Background: an optimization exercise with open tools, aiming at small area. Do not read the settings as production practice. At most, simulation tests tie the RTL to the original design; equivalence was not proved. The RTL of run 1 was laid out without a check of its function. Power is estimated from default activity; no workload was simulated.

===== flow/config.mk =====
export PLATFORM = sky130hd
export DESIGN_NAME = video_box_overlay
export DESIGN_NICKNAME = video_box_overlay
export VERILOG_FILES = /design/flow/design.v
export SDC_FILE = /design/flow/constraint.sdc
export NUM_CORES = 4
export LEC_CHECK = 0
export CAP_MARGIN = 20
export CORE_MARGIN = 2
export CORE_UTILIZATION = 70
export CTS_BUF_LIST = sky130_fd_sc_hd__clkbuf_16
export CTS_CLUSTER_DIAMETER = 100
export CTS_CLUSTER_SIZE = 30
export GPL_TIMING_DRIVEN = 0
export SLEW_MARGIN = 20
export SYNTH_HIERARCHICAL = 0

===== flow/constraint.sdc =====
create_clock -name core_clock -period 6.0 [get_ports {clk}]
set_input_delay 1.2000 -clock core_clock [delete_from_list [all_inputs] [get_ports {clk}]]
set_output_delay 1.2000 -clock core_clock [all_outputs]
set_load 0.01 [all_outputs]

===== flow/design.v =====
module video_box_overlay #(
  parameter int N_BOX   = 8,
  parameter int W_PIX   = 24,
  parameter int W_COORD = 12,
  parameter int W_THK   = 4,
  localparam int W_IDX  = (N_BOX > 1) ? $clog2(N_BOX) : 1
) (
  input  logic               clk,
  input  logic               rstn,
  input  logic               vsync,
  input  logic               hsync,
  input  logic               de,
  input  logic [W_PIX-1:0]   data,
  input  logic               cfg_we,
  input  logic [W_IDX-1:0]   cfg_idx,
  input  logic               cfg_en,
  input  logic               cfg_blend,
  input  logic [W_COORD-1:0] cfg_x,
  input  logic [W_COORD-1:0] cfg_y,
  input  logic [W_COORD-1:0] cfg_w,
  input  logic [W_COORD-1:0] cfg_h,
  input  logic [W_THK-1:0]   cfg_thick,
  input  logic [W_PIX-1:0]   cfg_color,
  output logic               vsync_o,
  output logic               hsync_o,
  output logic               de_o,
  output logic [W_PIX-1:0]   data_o,
  output logic               cfg_commit
);
  localparam int N_LANE = W_PIX / 8;
  localparam int SPLIT  = 8;
  localparam logic [W_COORD-1:0] COORD_MAX = {W_COORD{1'b1}};
  function automatic logic [SPLIT:0] add_lo(input logic [SPLIT-1:0] a,
                                            input logic [SPLIT-1:0] b, input logic ci);
    logic c;
    c = ci;
    for (int k = 0; k < SPLIT; k++) begin
      add_lo[k] = a[k] ^ b[k] ^ c;
      c         = (a[k] & b[k]) | (a[k] & c) | (b[k] & c);
    end
    add_lo[SPLIT] = c;
  endfunction
  function automatic logic [W_COORD-SPLIT:0] add_hi(input logic [W_COORD-SPLIT-1:0] a,
                                                    input logic [W_COORD-SPLIT-1:0] b,
                                                    input logic ci);
    logic c;
    c = ci;
    for (int k = 0; k < W_COORD - SPLIT; k++) begin
      add_hi[k] = a[k] ^ b[k] ^ c;
      c         = (a[k] & b[k]) | (a[k] & c) | (b[k] & c);
    end
    add_hi[W_COORD-SPLIT] = c;
  endfunction
  function automatic logic ge_t(input logic [W_THK-1:0] a, input logic [W_THK-1:0] b);
    logic c;
    c = 1'b1;
    for (int k = 0; k < W_THK; k++)
      c = (a[k] & ~b[k]) | (a[k] & c) | (~b[k] & c);
    ge_t = c;
  endfunction
  function automatic logic [3:0] axis_lo(
    input logic [SPLIT-1:0] np, input logic ci, input logic [SPLIT-1:0] lo,
    input logic [SPLIT-1:0] sz, input logic [W_THK-1:0] t
  );
    logic [SPLIT:0] nd, g;
    logic [SPLIT-1:0] d;
    nd = add_lo(lo, np, ci);
    g  = add_lo(sz, nd[SPLIT-1:0], 1'b0);
    d  = ~nd[SPLIT-1:0];
    axis_lo = {nd[SPLIT], g[SPLIT],
               (|d[SPLIT-1:W_THK]) | ge_t(d[W_THK-1:0], t),
               (|g[SPLIT-1:W_THK]) | ge_t(g[W_THK-1:0], t)};
  endfunction
  function automatic logic [1:0] axis_hi(
    input logic [W_COORD-SPLIT-1:0] np, input logic [W_COORD-SPLIT-1:0] lo,
    input logic [W_COORD-SPLIT-1:0] sz, input logic [3:0] part
  );
    logic [W_COORD-SPLIT:0] nd, g;
    nd = add_hi(lo, np, part[3]);
    g  = add_hi(sz, nd[W_COORD-SPLIT-1:0], part[2]);
    axis_hi = {~nd[W_COORD-SPLIT] & g[W_COORD-SPLIT],
               (part[1] | ~(&nd[W_COORD-SPLIT-1:0])) &
               (part[0] | (|g[W_COORD-SPLIT-1:0]))};
  endfunction
  function automatic logic [7:0] lane_avg(input logic [7:0] a, input logic [7:0] b);
    logic c;
    c = 1'b0;
    for (int k = 0; k < 8; k++) begin
      if (k > 0) lane_avg[k-1] = a[k] ^ b[k] ^ c;
      c = (a[k] & b[k]) | (a[k] & c) | (b[k] & c);
    end
    lane_avg[7] = c;
  endfunction
  logic               vsync_prev_r, de_prev_r;
  logic [W_COORD-1:0] x_cnt_r, y_cnt_r;
  logic               vsync_rise_s, de_fall_s;
  logic               wr_en_s;
  logic [W_THK-1:0]   wr_thick_s;
  logic [W_COORD:0]   wr_t2_s;
  logic               pend_en_r    [N_BOX];
  logic               pend_blend_r [N_BOX];
  logic [W_COORD-1:0] pend_x_r     [N_BOX];
  logic [W_COORD-1:0] pend_y_r     [N_BOX];
  logic [W_COORD-1:0] pend_w_r     [N_BOX];
  logic [W_COORD-1:0] pend_h_r     [N_BOX];
  logic [W_THK-1:0]   pend_nthk_r [N_BOX];
  logic [W_PIX-1:0]   pend_color_r [N_BOX];
  logic               act_en_r     [N_BOX];
  logic               act_blend_r  [N_BOX];
  logic [W_COORD-1:0] act_x_r      [N_BOX];
  logic [W_COORD-1:0] act_y_r      [N_BOX];
  logic [W_COORD-1:0] act_w_r      [N_BOX];
  logic [W_COORD-1:0] act_h_r      [N_BOX];
  logic [W_THK-1:0]   act_nthk_r  [N_BOX];
  logic [W_PIX-1:0]   act_color_r  [N_BOX];
  logic               v1_r, v2_r, v3_r;
  logic               s1_vs_r, s1_hs_r, s1_de_r, s1_bl_r;
  logic [W_PIX-1:0]   s1_data_r;
  logic               s1_xsat_r;
  logic               s2_vs_r, s2_hs_r, s2_de_r, s2_bl_r;
  logic [W_PIX-1:0]   s2_data_r;
  logic [3:0]         s2_part_r    [N_BOX];
  logic [W_COORD-SPLIT-1:0] s2_ph_r;
  logic [1:0]         yflag_r      [N_BOX];
  logic               s3_vs_r, s3_hs_r, s3_de_r, s3_hit_r, s3_blend_r;
  logic [W_PIX-1:0]   s3_data_r, s3_color_r;
  logic [W_COORD-1:0] p1_s;
  logic [3:0]         part_s       [N_BOX];
  logic [1:0]         ax_s         [N_BOX];
  logic [N_BOX-1:0]   hit_s, sel_s;
  logic               sel_hit_s, sel_blend_s;
  logic [W_PIX-1:0]   sel_color_s, blend_s, mix_s;
  assign vsync_rise_s = vsync & ~vsync_prev_r;
  assign de_fall_s    = ~de & de_prev_r;
  always_ff @(posedge clk or negedge rstn) begin
    if (!rstn) begin
      vsync_prev_r <= 1'b0;
      de_prev_r    <= 1'b0;
      x_cnt_r      <= {W_COORD{1'b0}};
      y_cnt_r      <= {W_COORD{1'b0}};
    end else begin
      vsync_prev_r <= vsync;
      de_prev_r    <= de;
      if (de_fall_s)
        x_cnt_r <= {W_COORD{1'b0}};
      else if (de && (x_cnt_r != COORD_MAX))
        x_cnt_r <= x_cnt_r + {{(W_COORD-1){1'b0}}, 1'b1};
      if (vsync_rise_s)
        y_cnt_r <= {W_COORD{1'b0}};
      else if (de_fall_s && (y_cnt_r != COORD_MAX))
        y_cnt_r <= y_cnt_r + {{(W_COORD-1){1'b0}}, 1'b1};
    end
  end
  assign wr_t2_s    = {{(W_COORD-W_THK){1'b0}}, cfg_thick, 1'b0};
  assign wr_en_s    = cfg_en && (cfg_w != {W_COORD{1'b0}}) && (cfg_h != {W_COORD{1'b0}});
  assign wr_thick_s = ((wr_t2_s < {1'b0, cfg_w}) && (wr_t2_s < {1'b0, cfg_h})) ?
                      cfg_thick : {W_THK{1'b0}};
  always_ff @(posedge clk or negedge rstn) begin
    if (!rstn) begin
      for (int i = 0; i < N_BOX; i++) begin
        pend_en_r[i] <= 1'b0;
        act_en_r[i]  <= 1'b0;
      end
      cfg_commit <= 1'b0;
    end else begin
      for (int i = 0; i < N_BOX; i++) begin
        if (cfg_we && (cfg_idx == i[W_IDX-1:0]))
          pend_en_r[i] <= wr_en_s;
        if (vsync_rise_s)
          act_en_r[i] <= pend_en_r[i];
      end
      cfg_commit <= vsync_rise_s;
    end
  end
  always_ff @(posedge clk) begin
    for (int i = 0; i < N_BOX; i++) begin
      if (cfg_we && (cfg_idx == i[W_IDX-1:0])) begin
        pend_blend_r[i] <= cfg_blend;
        pend_x_r[i]     <= cfg_x;
        pend_y_r[i]     <= cfg_y;
        pend_w_r[i]     <= cfg_w;
        pend_h_r[i]     <= cfg_h;
        pend_nthk_r[i]  <= ~wr_thick_s;
        pend_color_r[i] <= cfg_color;
      end
      if (vsync_rise_s) begin
        act_blend_r[i] <= pend_blend_r[i];
        act_x_r[i]     <= pend_x_r[i];
        act_y_r[i]     <= pend_y_r[i];
        act_w_r[i]     <= pend_w_r[i];
        act_h_r[i]     <= pend_h_r[i];
        act_nthk_r[i] <= pend_nthk_r[i];
        act_color_r[i] <= pend_color_r[i];
      end
    end
  end
  assign p1_s = s1_de_r ? x_cnt_r : y_cnt_r;
  always_comb begin
    for (int i = 0; i < N_BOX; i++)
      part_s[i] = axis_lo(~p1_s[SPLIT-1:0], s1_de_r & ~s1_xsat_r,
                          (i < N_BOX / 2 ? s1_de_r : ~s1_bl_r) ?
                            act_x_r[i][SPLIT-1:0] : act_y_r[i][SPLIT-1:0],
                          (i < N_BOX / 2 ? s1_de_r : ~s1_bl_r) ?
                            act_w_r[i][SPLIT-1:0] : act_h_r[i][SPLIT-1:0],
                          ~act_nthk_r[i]);
  end
  always_comb begin
    logic any;
    for (int i = 0; i < N_BOX; i++) begin
      ax_s[i] = axis_hi(~s2_ph_r,
                        (i < N_BOX / 2 ? s2_de_r : ~s2_bl_r) ?
                          act_x_r[i][W_COORD-1:SPLIT] : act_y_r[i][W_COORD-1:SPLIT],
                        (i < N_BOX / 2 ? s2_de_r : ~s2_bl_r) ?
                          act_w_r[i][W_COORD-1:SPLIT] : act_h_r[i][W_COORD-1:SPLIT],
                        s2_part_r[i]);
      hit_s[i] = act_en_r[i] & ax_s[i][1] & yflag_r[i][1] &
                 !((act_nthk_r[i] != {W_THK{1'b1}}) & ax_s[i][0] & yflag_r[i][0]);
    end
    any = 1'b0;
    for (int i = 0; i < N_BOX; i++) begin
      sel_s[i] = s2_de_r & hit_s[i] & !any;
      any      = any | hit_s[i];
    end
    sel_hit_s   = |sel_s;
    sel_blend_s = 1'b0;
    sel_color_s = {W_PIX{1'b0}};
    for (int i = 0; i < N_BOX; i++) begin
      sel_color_s = sel_color_s | ({W_PIX{sel_s[i]}} & act_color_r[i]);
      sel_blend_s = sel_blend_s | (sel_s[i] & act_blend_r[i]);
    end
  end
  always_comb begin
    for (int l = 0; l < N_LANE; l++)
      blend_s[l*8 +: 8] = lane_avg(s3_data_r[l*8 +: 8], s3_color_r[l*8 +: 8]);
    if (!s3_hit_r)
      mix_s = s3_data_r;
    else if (s3_blend_r)
      mix_s = blend_s;
    else
      mix_s = s3_color_r;
  end
  always_ff @(posedge clk or negedge rstn) begin
    if (!rstn) begin
      v1_r    <= 1'b0;
      v2_r    <= 1'b0;
      v3_r    <= 1'b0;
      vsync_o <= 1'b0;
      hsync_o <= 1'b0;
      de_o    <= 1'b0;
      data_o  <= {W_PIX{1'b0}};
    end else begin
      v1_r    <= 1'b1;
      v2_r    <= v1_r;
      v3_r    <= v2_r;
      vsync_o <= v3_r & s3_vs_r;
      hsync_o <= v3_r & s3_hs_r;
      de_o    <= v3_r & s3_de_r;
      data_o  <= v3_r ? mix_s : {W_PIX{1'b0}};
    end
  end
  always_ff @(posedge clk) begin
    s1_vs_r    <= vsync;
    s1_hs_r    <= hsync;
    s1_de_r    <= de;
    s1_bl_r    <= ~de;
    s1_data_r  <= data;
    s1_xsat_r  <= &x_cnt_r;
    s2_vs_r    <= s1_vs_r;
    s2_hs_r    <= s1_hs_r;
    s2_de_r    <= s1_de_r;
    s2_bl_r    <= s1_bl_r;
    s2_data_r  <= s1_data_r;
    for (int i = 0; i < N_BOX; i++)
      s2_part_r[i] <= part_s[i];
    s2_ph_r    <= p1_s[W_COORD-1:SPLIT];
    for (int i = 0; i < N_BOX; i++)
      if (s2_bl_r)
        yflag_r[i] <= ax_s[i];
    s3_vs_r    <= s2_vs_r;
    s3_hs_r    <= s2_hs_r;
    s3_de_r    <= s2_de_r;
    s3_data_r  <= s2_data_r;
    s3_hit_r   <= sel_hit_s;
    s3_blend_r <= sel_blend_s;
    s3_color_r <= sel_color_s;
  end
endmodule

===== flow/flow/run.sh =====
#!/bin/bash
# Standard layout with a netlist clean-up between synthesis and floorplan:
#  - flow/fixinv.py re-picks the polarity of cells whose output inverts with
#    some of their inputs (full adders, majority gates, muxes, XORs) so fewer
#    inverters are needed in the synthesized netlist;
#  - flow/absorb.py then folds remaining inverters into the gates that read
#    them where another library cell does the same with less area.
# Registers are untouched and the logic is unchanged. Port buffers use the
# smallest buffer cell (the repair steps resize it where a port needs more
# drive). Each step logs to its own file.
set -euo pipefail
export BUFFER_PORTS_ARGS="-buffer_cell sky130_fd_sc_hd__buf_1"
R="$PWD/orfs/results/$FLOW_PLATFORM/video_box_overlay/base"
LIB="$FLOW_HOME/platforms/$FLOW_PLATFORM/lib/sky130_fd_sc_hd__tt_025C_1v80.lib"
bash standard.sh "$R/1_2_yosys.v" > synth.log 2>&1
cp "$R/1_2_yosys.v" "$R/1_2_yosys.orig.v"
python3 flow/fixinv.py "$R/1_2_yosys.orig.v" "$R/1_2_yosys.fixinv.v" > fixinv.log 2>&1
python3 flow/absorb.py "$LIB" "$R/1_2_yosys.fixinv.v" "$R/1_2_yosys.v" > absorb.log 2>&1
bash standard.sh > layout.log 2>&1

===== flow/flow/absorb.py =====
#!/usr/bin/env python3
"""Fold inverters into the gates that read them, in a mapped sky130hd netlist.

A gate that reads a signal through an inverter can often read the signal itself
as another cell of the library: an inverted-input pin (A_N, B_N, ...) fed by an
inverter becomes the plain pin of the gate without that input inverted, and an
AND/OR/NAND/NOR gate whose inputs are all inverted becomes its De Morgan dual.
A rewrite is made only where the cells it removes outweigh the area it adds,
counting an inverter as removed once no reader of it is left. Registers are
untouched and the logic is unchanged.

usage: absorb.py LIB IN.v OUT.v
"""
import re
import sys

P = 'sky130_fd_sc_hd__'
CELL_RE = re.compile(r'^  (sky130_fd_sc_hd__\w+) (\S+)\s+\((.*?)\n  \);\n', re.S | re.M)
PIN_RE = re.compile(r'\.(\w+)\(([^()]*)\)')
INV_RE = re.compile(r'^sky130_fd_sc_hd__inv_\d+$')

# one inverted-input pin fed by an inverter: (type, pin) -> new type (pin renamed to new name)
UNB = {
    ('nand2b_1', 'A_N'): ('nand2_1', 'A'), ('nor2b_1', 'B_N'): ('nor2_1', 'B'),
    ('and2b_1', 'A_N'): ('and2_1', 'A'), ('or2b_1', 'B_N'): ('or2_1', 'B'),
    ('nand3b_1', 'A_N'): ('nand3_1', 'A'), ('nor3b_1', 'C_N'): ('nor3_1', 'C'),
    ('and3b_1', 'A_N'): ('and3_1', 'A'), ('or3b_1', 'C_N'): ('or3_1', 'C'),
    ('nand4b_1', 'A_N'): ('nand4_1', 'A'), ('nor4b_1', 'D_N'): ('nor4_1', 'D'),
    ('and4b_1', 'A_N'): ('and4_1', 'A'), ('or4b_1', 'D_N'): ('or4_1', 'D'),
    ('a21boi_0', 'B1_N'): ('a21oi_1', 'B1'), ('a21bo_1', 'B1_N'): ('a21o_1', 'B1'),
    ('o21bai_1', 'B1_N'): ('o21ai_0', 'B1'), ('o21ba_1', 'B1_N'): ('o21a_1', 'B1'),
}
# all inputs inverted: type -> (dual type, input pins, old out pin, new out pin)
DUAL = {}
for n, pins in ((2, ('A', 'B')), (3, ('A', 'B', 'C')), (4, ('A', 'B', 'C', 'D'))):
    DUAL['nand%d_1' % n] = ('or%d_1' % n, pins, 'Y', 'X')
    DUAL['nor%d_1' % n] = ('and%d_1' % n, pins, 'Y', 'X')
    DUAL['and%d_1' % n] = ('nor%d_1' % n, pins, 'X', 'Y')
    DUAL['or%d_1' % n] = ('nand%d_1' % n, pins, 'X', 'Y')
OUT_PINS = {'X', 'Y', 'Q', 'Q_N', 'SUM', 'COUT', 'HI', 'LO'}


def fmt(n):
    return n + ' ' if n.startswith('\\') else n


def main(lib, src, dst):
    area, cur = {}, None
    for line in open(lib):
        m = re.match(r'\s*cell\s*\(\s*"?(\w+)"?\s*\)', line)
        if m:
            cur = m.group(1)
        m = re.match(r'\s*area\s*:\s*([\d.]+)', line)
        if m and cur:
            area[cur] = float(m.group(1))
            cur = None
    text = open(src).read()
    cells = []
    for m in CELL_RE.finditer(text):
        pins = [[p, n.strip()] for p, n in PIN_RE.findall(m.group(3))]
        cells.append({'typ': m.group(1), 'name': m.group(2), 'pins': pins, 'span': m.span()})
    ports = set(m.group(3) for m in re.finditer(
        r'^\s*(input|output)\s+(\[\d+:\d+\]\s+)?(\S+);', text, re.M))
    inv_in, readers = {}, {}
    for c in cells:
        if INV_RE.match(c['typ']):
            d = dict(c['pins'])
            if d['Y'].split('[')[0] not in ports:
                inv_in[d['Y']] = (d['A'], c)
    for c in cells:
        for p, n in c['pins']:
            if p not in OUT_PINS:
                readers[n] = readers.get(n, 0) + 1

    def freed(nets):
        # inverters whose every reader is among the given pins
        k = {}
        for n in nets:
            k[n] = k.get(n, 0) + 1
        return sum(1 for n, v in k.items() if readers.get(n, 0) == v)

    saved, changed = 0.0, True
    while changed:
        changed = False
        for c in cells:
            if c.get('dead'):
                continue
            t = c['typ'][len(P):]
            d = dict(c['pins'])
            plan = None
            for (ty, pin), (nt, npin) in UNB.items():
                if ty == t and d.get(pin) in inv_in:
                    plan = ('unb', nt, [pin], {pin: npin}, {})
            if plan is None and t in DUAL:
                nt, ins, op, nop = DUAL[t]
                if all(d.get(p) in inv_in for p in ins):
                    plan = ('dual', nt, list(ins), {}, {op: nop})
            if plan is None:
                continue
            kind, nt, ins, rename, orename = plan
            nets = [d[p] for p in ins]
            delta = area[P + nt] - area[c['typ']] - area[P + 'inv_1'] * freed(nets)
            if delta >= -1e-6:
                continue
            for pr in c['pins']:
                if pr[0] in ins:
                    n = pr[1]
                    readers[n] -= 1
                    a = inv_in[n][0]
                    readers[a] = readers.get(a, 0) + 1
                    pr[1] = a
                    pr[0] = rename.get(pr[0], pr[0])
                elif pr[0] in orename:
                    pr[0] = orename[pr[0]]
            c['typ'] = P + nt
            saved -= delta
            changed = True
        for n, (a, ic) in list(inv_in.items()):
            if readers.get(n, 0) == 0 and not ic.get('dead'):
                ic['dead'] = True
                readers[a] -= 1
                del inv_in[n]
                changed = True
    out, pos, ndead = [], 0, 0
    for c in cells:
        a, b = c['span']
        out.append(text[pos:a])
        pos = b
        if c.get('dead'):
            ndead += 1
            continue
        lines = ['    .%s(%s)' % (p, fmt(n)) for p, n in c['pins']]
        out.append('  %s %s (\n%s\n  );\n' % (c['typ'], fmt(c['name']), ',\n'.join(lines)))
    out.append(text[pos:])
    open(dst, 'w').write(''.join(out))
    print('inverters removed %d, area saved %.1f um2' % (ndead, saved))


if __name__ == '__main__':
    main(sys.argv[1], sys.argv[2], sys.argv[3])

===== flow/flow/fixinv.py =====
#!/usr/bin/env python3
"""Cut inverters out of a mapped sky130hd netlist by re-picking signal polarities.

Some cells compute a function whose output inverts when a fixed subset of their
inputs is inverted: full adders and majority gates (all inputs), 2:1 muxes (both
data inputs), XOR/XNOR gates (input A). Some cells also come in an inverting and
a non-inverting form with the same pins: mux2i/mux2, xnor2/xor2. After
synthesis, many inverters sit next to such cells only because of the polarity
each one happened to be built in. This pass chooses, for every such cell, whether
to flip its inputs and whether to switch its form, so that the area of the
inverters needed (plus any change in cell area) is smallest (simulated
annealing). It then rewrites the netlist: every original inverter is removed and
one inverter is added per signal that some reader needs in the other polarity.
Registers and all other cells keep their type and connections, so the logic is
unchanged.

usage: fixinv2.py IN.v OUT.v
"""
import math
import random
import re
import sys

INV_RE = re.compile(r'^sky130_fd_sc_hd__(inv|clkinv)_\d+$')
INV_AREA = 3.7536
# type -> (inputs whose joint inversion inverts the output, output pin,
#          other form or None, area change when switching to the other form)
FLIP = {
    'sky130_fd_sc_hd__fa_1': (('A', 'B', 'CIN'), ('COUT', 'SUM'), None, 0.0),
    'sky130_fd_sc_hd__fa_2': (('A', 'B', 'CIN'), ('COUT', 'SUM'), None, 0.0),
    'sky130_fd_sc_hd__maj3_1': (('A', 'B', 'C'), ('X',), None, 0.0),
    'sky130_fd_sc_hd__maj3_2': (('A', 'B', 'C'), ('X',), None, 0.0),
    'sky130_fd_sc_hd__mux2_1': (('A0', 'A1'), ('X',), ('sky130_fd_sc_hd__mux2i_1', 'Y'), -1.2512),
    'sky130_fd_sc_hd__mux2_2': (('A0', 'A1'), ('X',), ('sky130_fd_sc_hd__mux2i_1', 'Y'), -1.2512),
    'sky130_fd_sc_hd__mux2i_1': (('A0', 'A1'), ('Y',), ('sky130_fd_sc_hd__mux2_1', 'X'), 1.2512),
    'sky130_fd_sc_hd__xor2_1': (('A',), ('X',), ('sky130_fd_sc_hd__xnor2_1', 'Y'), 0.0),
    'sky130_fd_sc_hd__xnor2_1': (('A',), ('Y',), ('sky130_fd_sc_hd__xor2_1', 'X'), 0.0),
}
OUT_PINS = {'X', 'Y', 'Q', 'Q_N', 'SUM', 'COUT', 'HI', 'LO', 'GCLK'}

CELL_RE = re.compile(r'^  (sky130_fd_sc_hd__\w+) (\S+)\s+\((.*?)\n  \);\n', re.S | re.M)
PIN_RE = re.compile(r'\.(\w+)\(([^()]*)\)')


def fmt(n):
    return n + ' ' if n.startswith('\\') else n


def main(src, dst):
    text = open(src).read()
    cells = []
    for m in CELL_RE.finditer(text):
        pins = [(p, n.strip()) for p, n in PIN_RE.findall(m.group(3))]
        cells.append({'typ': m.group(1), 'name': m.group(2), 'pins': pins, 'span': m.span()})
    ports = set()
    for m in re.finditer(r'^\s*(input|output)\s+(\[\d+:\d+\]\s+)?(\S+);', text, re.M):
        ports.add(m.group(3))

    inv_of = {}
    for c in cells:
        if INV_RE.match(c['typ']):
            d = dict(c['pins'])
            if d['Y'].split('[')[0] not in ports:
                inv_of[d['Y']] = d['A']
                c['removable'] = True

    def root(n):
        pol = 0
        while n in inv_of:
            n = inv_of[n]
            pol ^= 1
        return n, pol

    fl = [c for c in cells if c['typ'] in FLIP]
    fidx = {id(c): i for i, c in enumerate(fl)}
    out_owner = {}
    for i, c in enumerate(fl):
        for p, n in c['pins']:
            if p in FLIP[c['typ']][1]:
                out_owner[n] = i
    flip = [0] * len(fl)     # inputs of the flip set and outputs inverted
    conv = [0] * len(fl)     # switched to the other form (outputs inverted)

    cnt = {}
    reads = []               # [cell, pin, src, pol, flip index or -1]
    for c in cells:
        if c.get('removable'):
            continue
        i = fidx.get(id(c), -1)
        fset = FLIP[c['typ']][0] if i >= 0 else ()
        for p, n in c['pins']:
            if p in OUT_PINS or not n or n.startswith("1'b"):
                continue
            s, pol = root(n)
            reads.append([c, p, s, pol, i if p in fset else -1])
            cnt.setdefault(s, [0, 0])[pol] += 1
    reads_of = [[] for _ in fl]
    for r in reads:
        if r[4] >= 0:
            reads_of[r[4]].append(r)
    outs_of = [[n for p, n in c['pins'] if p in FLIP[c['typ']][1]] for c in fl]

    def phys(s):
        i = out_owner.get(s)
        return (flip[i] ^ conv[i]) if i is not None else 0

    def cost(s):
        c = cnt.get(s, [0, 0])
        return INV_AREA if c[1 - phys(s)] > 0 else 0.0

    def conv_area(i):
        return FLIP[fl[i]['typ']][3] if conv[i] else 0.0

    def move(i, kind):
        """Apply a move; return the change in area."""
        srcs = set(outs_of[i])
        if kind == 0:
            srcs |= {r[2] for r in reads_of[i]}
        old = sum(cost(s) for s in srcs) + conv_area(i)
        if kind == 0:
            for r in reads_of[i]:
                cnt[r[2]][r[3]] -= 1
                r[3] ^= 1
                cnt[r[2]][r[3]] += 1
            flip[i] ^= 1
        else:
            conv[i] ^= 1
        return sum(cost(s) for s in srcs) + conv_area(i) - old

    before = sum(1 for c in cells if c.get('removable'))
    rnd = random.Random(1)
    n = len(fl)
    moves = [(i, 0) for i in range(n)] + [(i, 1) for i in range(n) if FLIP[fl[i]['typ']][2]]
    cur = 0.0
    best, best_state = 0.0, (list(flip), list(conv))
    steps = 400 * len(moves)
    for k in range(steps):
        temp = 4.0 * (1 - k / steps) + 0.02
        i, kind = moves[rnd.randrange(len(moves))]
        d = move(i, kind)
        if d <= 1e-9 or rnd.random() < math.exp(-d / temp):
            cur += d
            if cur < best - 1e-9:
                best, best_state = cur, (list(flip), list(conv))
        else:
            move(i, kind)
    for i in range(n):
        if flip[i] != best_state[0][i]:
            move(i, 0)
        if conv[i] != best_state[1][i]:
            move(i, 1)

    # rewrite
    inv_net, new_cells, new_wires = {}, [], []

    def inv_for(s):
        if s not in inv_net:
            k = len(inv_net)
            w = '_finv%d_' % k
            inv_net[s] = w
            new_wires.append(w)
            new_cells.append('  sky130_fd_sc_hd__inv_1 _finvc%d_ (\n    .A(%s),\n    .Y(%s)\n  );\n'
                             % (k, fmt(s), w))
        return inv_net[s]

    conn = {}
    for c, p, s, pol, i in reads:
        conn[(id(c), p)] = s if (pol ^ phys(s)) == 0 else inv_for(s)

    out, pos, nconv = [], 0, 0
    for c in cells:
        a, b = c['span']
        out.append(text[pos:a])
        pos = b
        if c.get('removable'):
            continue
        typ, outmap = c['typ'], {}
        i = fidx.get(id(c))
        if i is not None and conv[i]:
            other, opin = FLIP[typ][2]
            outmap = {FLIP[typ][1][0]: opin}
            typ = other
            nconv += 1
        lines = ['    .%s(%s)' % (outmap.get(p, p), fmt(conn.get((id(c), p), n))) for p, n in c['pins']]
        out.append('  %s %s (\n%s\n  );\n' % (typ, fmt(c['name']), ',\n'.join(lines)))
    out.append(text[pos:])
    res = ''.join(out)
    i = res.index('\n  wire ')
    res = res[:i + 1] + ''.join('  wire %s;\n' % w for w in new_wires) + res[i + 1:]
    j = res.rindex('endmodule')
    res = res[:j] + ''.join(new_cells) + res[j:]
    open(dst, 'w').write(res)
    print('flippable cells %d, inverters %d -> %d, cells switched %d, area change %.1f um2'
          % (n, before, len(inv_net), nconv, best - 0.0))


if __name__ == '__main__':
    main(sys.argv[1], sys.argv[2])

===== flow/standard.sh =====
#!/bin/bash
# synth_recipe.tcl (not shown) runs the flow's synth.tcl, then flattens the netlist and writes it again
# the make line also repeats each setting of config.mk as NAME=value (left out here)
make -C /OpenROAD-flow-scripts/flow DESIGN_CONFIG=/design/flow/config.mk WORK_HOME=/design/flow/orfs CLKGATE_MAP_FILE= SYNTH_SCRIPT=/design/flow/synth_recipe.tcl "${@:-finish}"

==> results of run 1 <==
==> per-stage QoR <==
step	worst slack (ps)	utilization	hold WS [ps]	instance area (sq um)	power [mW]
6_report	99.1	0.769	332	59300	18.0
5_1_grt	-7.30	0.769	342	59300	18.7
4_1_cts	9.35	0.767	337	59100	18.1
3_5_place_dp	-1630	0.740	312	57000	13.6
3_3_place_gp	-2740	0.728	313	56100	13.5
2_1_floorplan	2.75	-	310	54300	12.9
==> worst paths after layout <==
check | start | end | slack (ps) | depth (start not counted)
setup / recovery | s1_de_r | s2_part_r[3][0] | 100 | 16
hold / removal | s1_data_r[20] | s2_data_r[20] | 330 | 0
min in group asynchronous | rstn | cfg_commit | 520 | 1
max in group asynchronous | rstn | pend_en_r[3] | 4900 | 2
hold reg to reg | s1_data_r[20] | s2_data_r[20] | 330 | 0
setup reg to reg | s1_de_r | s2_part_r[3][0] | 100 | 16
==> routing by layer <==
metal / wire (um) / part of all wire / global-route usage
met1: 45400 / 0.41 / 0.426
met3: 8350 / 0.076 / 0.0373
met2: 53500 / 0.49 / 0.463
met5: 17 / 0.00015 / 0
met4: 2670 / 0.024 / 0.0691
==> power by group through the flow <==
| stage | registers, mW | logic [mW] | clock network (mW) |
|---|---|---|---|
| after global placement | 11.8 | 1.67 | 0 |
| after global routing | 11.6 | 2.13 | 4.92 |
| after CTS | 11.6 | 1.90 | 4.60 |
| after detailed placement | 11.8 | 1.80 | 0 |
| final | 11.6 | 1.93 | 4.52 |
| after floorplan | 11.8 | 1.10 | 0 |
==> layout by cell type, fill, tap and decap left out, types with 12 or more instances in the layout <==
cell                        instances
sky130_fd_sc_hd__a21o_1            23
sky130_fd_sc_hd__a221oi_2          20
sky130_fd_sc_hd__buf_1            141
sky130_fd_sc_hd__buf_12            24
sky130_fd_sc_hd__buf_2             13
sky130_fd_sc_hd__buf_4             24
sky130_fd_sc_hd__clkbuf_1          19
sky130_fd_sc_hd__clkbuf_16         63
sky130_fd_sc_hd__clkbuf_2          12
sky130_fd_sc_hd__dfrtp_1           73
sky130_fd_sc_hd__dfxtp_1          142
sky130_fd_sc_hd__edfxtp_1        1248
sky130_fd_sc_hd__fa_1             148
sky130_fd_sc_hd__fa_2              57
sky130_fd_sc_hd__ha_1              18
sky130_fd_sc_hd__inv_1            184
sky130_fd_sc_hd__maj3_1            24
sky130_fd_sc_hd__mux2_1            19
sky130_fd_sc_hd__mux2_2           112
sky130_fd_sc_hd__mux2i_1           87
sky130_fd_sc_hd__nand2_1           80
sky130_fd_sc_hd__nand2b_1          28
sky130_fd_sc_hd__nand3_1           62
sky130_fd_sc_hd__nand4_1           48
sky130_fd_sc_hd__nor2_1            54
sky130_fd_sc_hd__nor3b_1           28
sky130_fd_sc_hd__nor3b_2           20
sky130_fd_sc_hd__o211a_1           24
sky130_fd_sc_hd__o211ai_1          44
sky130_fd_sc_hd__o21ai_0           17
==> cell type report <==
| class | count | area (sq um) | share of cell area |
|---|---|---|---|
| diodes | 6 | 15.0 | 0.000253 |
| repair buffers | 204 | 1530 | 0.0258 |
| well taps | 1040 | 1300 | 0.0220 |
| inverters | 146 | 552 | 0.00931 |
| clock inverters | 44 | 166 | 0.00281 |
| plain buffers | 73 | 577 | 0.00973 |
| clock buffers | 57 | 1430 | 0.0241 |
| flip-flops and latches | 1467 | 42200 | 0.713 |
| multi-input cells | 1084 | 11500 | 0.194 |
==> state kept, by name, summed over array words and instances, names as in the netlist, 16 cells and up <==
register	cells
pend_x_r	96
pend_h_r	96
yflag_r	16
s3_color_r	24
pend_color_r	192
s2_part_r	32
act_w_r	96
pend_y_r	96
act_color_r	192
pend_w_r	96
s3_data_r	24
pend_nthk_r	32
act_nthk_r	32
act_y_r	96
act_x_r	96
s1_data_r	24
act_h_r	96
s2_data_r	24
data_o	24
==> worst max-delay path, delay by kind of cell (launching register included) <==
family / cells / cell delay, ps
adder cells (fa/ha/maj): 9 / 3750
buffers and inverters: 5 / 640
flip-flops: 1 / 340
multiplexers: 1 / 330
AND/OR/NAND/NOR: 1 / 700
==> timing repair <==
item / CTS / global route
resized for setup: 131 / 40
buffers inserted: 18 / 5
pin swaps: 17 / 23
endpoints found under the setup margin: 40 / 25
==> flow_summary.yaml, run 1 <==
timing:
  final-setup-viol-count: 0
  fin_worst_skew_ps: 22.0
  finalWorstPathRequiredPeriod_ps: 5900
  worst_tran_pin_value_ps: 1090
  hold_viol_final: 0
  final_report_max_slew_violation_count: 0
  final_min_period_over_clock_period: 0.983
  timing.fmax_mhz: 169
  final.setup.tns_ps: 0
  max-slew-margin-rel: 0.264
synth:
  synth-warning-count: 21
  postSynthCellCount: 2772
  cell_area_after_synthesis_sq_um: 54200
  post_synthesis_average_cell_area_sq_um: 19.6
  synthesis.nets: 3106
final_layout:
  area.growth.synth_to_final_pct: 9.31
  layoutNonFillerInstCount: 4121
  design.final.nets: 3364
  number_of_inserted_filler_cells_in_the_final_layout: 4285
  final_layout_size_suffix_gt1_frac: 0.141
critical_path:
  crit_arrival_ps: 6430
  crit_fanout: 6
  worst-setup-path-type: "reg -> reg"
  crit_chain: "clkbuf_8, clkbuf_16, clkbuf_16, mux2_4, fa_2, fa_2, fa_2, fa_2, fa_1, inv_1, fa_2, fa_2, fa_1, inv_1, fa_1, or4b_2"
  critical_path.endpoint_type: "flip-flop"
  crit_path_start_kind: "flip-flop"
  critical_path_required_ps: 6530
  critPathMaxStageDelay_ps: 700
  worst_path_max_delay_cell: "sky130_fd_sc_hd__or4b_2"
  timing.critical_path.mode_cell: "sky130_fd_sc_hd__fa_2"
route:
  drt_iter0_markers: 2651
  drc_errors: 0
  route.final.wire_length_mm: 110
  postRouteAntennaNets: 0
  routed_wire_length_per_instance_um: 26.7
  vias_cell: 6.05
  detailedRoute.firstPassIterationCount: 5
  dr_total_vias: 24900
floorplanning:
  die_area_sq_um: 79700
  die_y_um: 282
  fp-row-count: 102
  core_region_area_sq_um: 77100
  die_extent_in_x_um: 282
  pin_count: 139
  floorplan.initialDensity: 0.704
global_route:
  first_global_vias: 25400
  grt_max_degree: 170
  grt_util_all_layers: 0.286
  antenna_found_initial: 4
  grt_pass1_wl_mm: 162
  grt_overflow_total: 0
job:
  cap_viol_max_count: 0
pwr:
  p_int_mw: 14.0
  seq_power_share: 0.643
  comb_power_share: 0.107
  power_density_nw_per_um2: 304
  power_share_of_the_clock_group: 0.250
  worst_ir_drop_on_vdd_mv: 0.434
  static-leakage-power_nw: 20.5
  power_switching_mw: 4.08
  p_sw_frac: 0.226
clocking:
  cts.sinks: 1467
  clk_transition_reported_paths_ps: 110
  cts_tree: "yes"
  clkLatencyLatePin_ps: 670
  clock_tree.buffer_depth: 3
  number_of_hold_buffers_added_after_cts: 0
  cts_root_buffer: "sky130_fd_sc_hd__clkbuf_16"
  tritoncts.num_buffers: 54
  htree_num_levels: 2
place:
  place.gp.congestion: 0.865
  place.detailed.hpwl_mm: 77.0
  place_inst: 3992
  port_buffers: 138
min_path:
  path_type_of_the_worst_min_delay_path: "reg -> reg"
run_status:
  status: "timing/DRC/antenna clean"
==> run 2: changes to the inputs <==
--- a/flow/design.v
+++ b/flow/design.v
@@ -28,7 +28,7 @@
   output logic               cfg_commit
 );
   localparam int N_LANE = W_PIX / 8;
-  localparam int SPLIT  = 8;
+  localparam int SPLIT  = 7;
   localparam logic [W_COORD-1:0] COORD_MAX = {W_COORD{1'b1}};
   function automatic logic [SPLIT:0] add_lo(input logic [SPLIT-1:0] a,
                                             input logic [SPLIT-1:0] b, input logic ci);
==> flow_summary.yaml, run 2 <==
critical_path:
  worst_path_max_delay_cell: "sky130_fd_sc_hd__fa_1"
  critPathMaxStageDelay_ps: 520
  path_depth: 19
  critical_path.endpoint_type: "flip-flop"
  worstRegToRegCells: 19
  crit_path_start_kind: "flip-flop"
  crit_arrival_ps: 6480
  path_buf_inv: 5
  crit_fanout: 10
  critical_path_required_ps: 6560
  worst-setup-path-type: "reg -> reg"
  path_delay_family: "adder cells"
  crit_chain: "buf_12, buf_12, mux2i_4, fa_1, fa_2, fa_2, fa_2, fa_1, fa_1, and4_1, a22oi_2, buf_4, a31oi_4, buf_12, nor2_4, buf_4, a221oi_1, o31a_1, o22ai_4"
global_route:
  first_global_vias: 25200
  grt_max_degree: 161
  grt_pass1_wl_mm: 163
  grt_overflow_total: 0
  antenna_found_initial: 8
  grt_util_all_layers: 0.294
route:
  dr_total_vias: 24800
  dr_wl_met2_mm: 56.0
  route.met3.wl_mm: 9.92
  postRouteAntennaNets: 0
  route.final.wire_length_mm: 114
  met1Wirelength_mm: 44.7
  routed_wire_length_per_instance_um: 28.4
  detailedRoute.firstPassIterationCount: 9
  routed.top_layer: "met4"
  drt_iter0_markers: 2932
  vias_cell: 6.21
  drc_errors: 0
clocking:
  cts_tree: "yes"
  clock_tree.buffer_depth: 3
  clkLatencyLatePin_ps: 680
  cts_root_buffer: "sky130_fd_sc_hd__clkbuf_16"
  cts.sinks: 1468
  clk_transition_reported_paths_ps: 120
  number_of_hold_buffers_added_after_cts: 0
  htree_num_levels: 2
  tritoncts.num_buffers: 54
timing:
  final-setup-viol-count: 0
  hold_viol_final: 0
  final_min_period_over_clock_period: 0.987
  post-route-worst-setup-slack_ps: 78.1
  fin_worst_skew_ps: 34.3
  worst_tran_pin_value_ps: 1050
  max-slew-margin-rel: 0.297
  timing.fmax_mhz: 169
  final_report_max_slew_violation_count: 0
  finalWorstPathRequiredPeriod_ps: 5920
pwr:
  power_density_nw_per_um2: 306
  static-leakage-power_nw: 20.3
  worst_ir_drop_on_vdd_mv: 0.321
  power_mw: 17.9
run_status:
  status: "timing/DRC/antenna clean"
floorplanning:
  floorplan.initialDensity: 0.706
  fp-row-count: 101
  die_area_sq_um: 78700
  pin_count: 139
  core_region_area_sq_um: 75800
  die_extent_in_x_um: 281
  die_y_um: 281
final_layout:
  final_cell_mix: "sky130_fd_sc_hd__edfxtp_1, sky130_fd_sc_hd__inv_1, sky130_fd_sc_hd__fa_1"
  area_of_all_placed_cells_without_fillers_sq_um: 58600
  largest_registers: "act_color_r x192, pend_color_r x192"
  final_common_cell: "sky130_fd_sc_hd__edfxtp_1"
  final_layout_size_suffix_gt1_frac: 0.108
  number_of_inserted_filler_cells_in_the_final_layout: 4093
  design.final.nets: 3297
  area.growth.synth_to_final_pct: 9.43
place:
  place.detailed.hpwl_mm: 77.8
  port_buffers: 138
  dpl_worst_slack_ps: -2810
  dpl-instance-area_sq_um: 56100
  place.gp.congestion: 0.911
synth:
  postSynthCellCount: 2707
  cell_area_after_synthesis_sq_um: 53500
  synthesis.nets: 3037
  synth-warning-count: 21
  post_synthesis_average_cell_area_sq_um: 19.8
min_path:
  hold_crit_depth: 0
  path_type_of_the_worst_min_delay_path: "reg -> reg"
job:
  cap_viol_max_count: 0
## run 2: timing repair
item | in CTS | in global routing
pin swaps | 17 | 23
buffers inserted | 21 | 10
resized for setup | 129 | 60
setup endpoints to repair | 51 | 26
## run 2: cell type report
cell class,instances,area [sq um],share of cell area
Clock buffer,55,1380,0.0235
Tap cell,978,1220,0.0209
Sequential cell,1468,42300,0.721
Multi-Input combinational cell,1023,10900,0.187
Inverter,150,563,0.00961
Clock inverter,47,198,0.00337
Timing Repair Buffer,206,1530,0.0261
Antenna cell,5,12.5,0.000214
Buffer,64,484,0.00827
## run 2: report_power, final
group          leakage, nW  total, mW  internal (mW)  switching (mW)
clock                0.931       4.53           1.70            2.83
sequential            13.7       11.6           11.5           0.169
combinational         5.71       1.78          0.693            1.08
## run 2: path summary, 6_finish.rpt
check / start / endpoint / slack [ps]
worst max-delay path: s2_de_r / s3_color_r[19] / 80
worst min-delay path: s2_data_r[6] / s3_data_r[6] / 340
worst max register to register: s2_de_r / s3_color_r[19] / 80
worst min register to register: s2_data_r[6] / s3_data_r[6] / 340
max in group asynchronous: rstn / y_cnt_r[2] / 5050
min in group asynchronous: rstn / act_en_r[5] / 430
## run 2: routing by layer
metal,vias to the layer above,global-route usage
li1,10700,-
met1,12900,0.425
met2,1077,0.478
met3,136,0.0476
met4,0,0.0786
met5,-,0
## run 2: stage by stage
| stage | util | hold WS, ps | cells | setup TNS [ps] |
|---|---|---|---|---|
| 3_3_place_gp | 0.729 | 311 | 3823 | -1449900 |
| 4_1_cts | 0.769 | 337 | 3981 | 0 |
| 2_1_floorplan | - | 310 | 2707 | 0 |
| 3_5_place_dp | 0.740 | 312 | 3860 | -71500 |
| 6_report | 0.773 | 336 | 3996 | 0 |
| 5_1_grt | 0.773 | 342 | 3994 | -74.8 |

[afterwards: timing with drivers on the ports]
How much do the figures lean on ideal ports? The routed layouts below were timed once more, with nothing changed but the port constraints. Step 1 sets driving cells, clkbuf_16 on the clock port and buf_2 on the other inputs (assumed; they add their load-dependent delay and slew). Step 2 moves the port delays by t, midway between the first and last clock arrival at a register: inputs arrive t later, outputs are due t later. That takes back most of the time a late clock gives input paths. a / b / c = no drivers / after step 1 / after step 2; a / b = the first two.
| run | t (ns) | setup WS [ns] | hold WS [ns] |
|---|---|---|---|
| run 1 | 0.722 | 0.099 / 0.099 / 0.099 | 0.332 / 0.332 / 0.332 |
| run 2 | 0.724 | 0.078 / 0.078 / 0.078 | 0.336 / 0.336 / 0.336 |
After both steps every run listed still meets setup and hold.
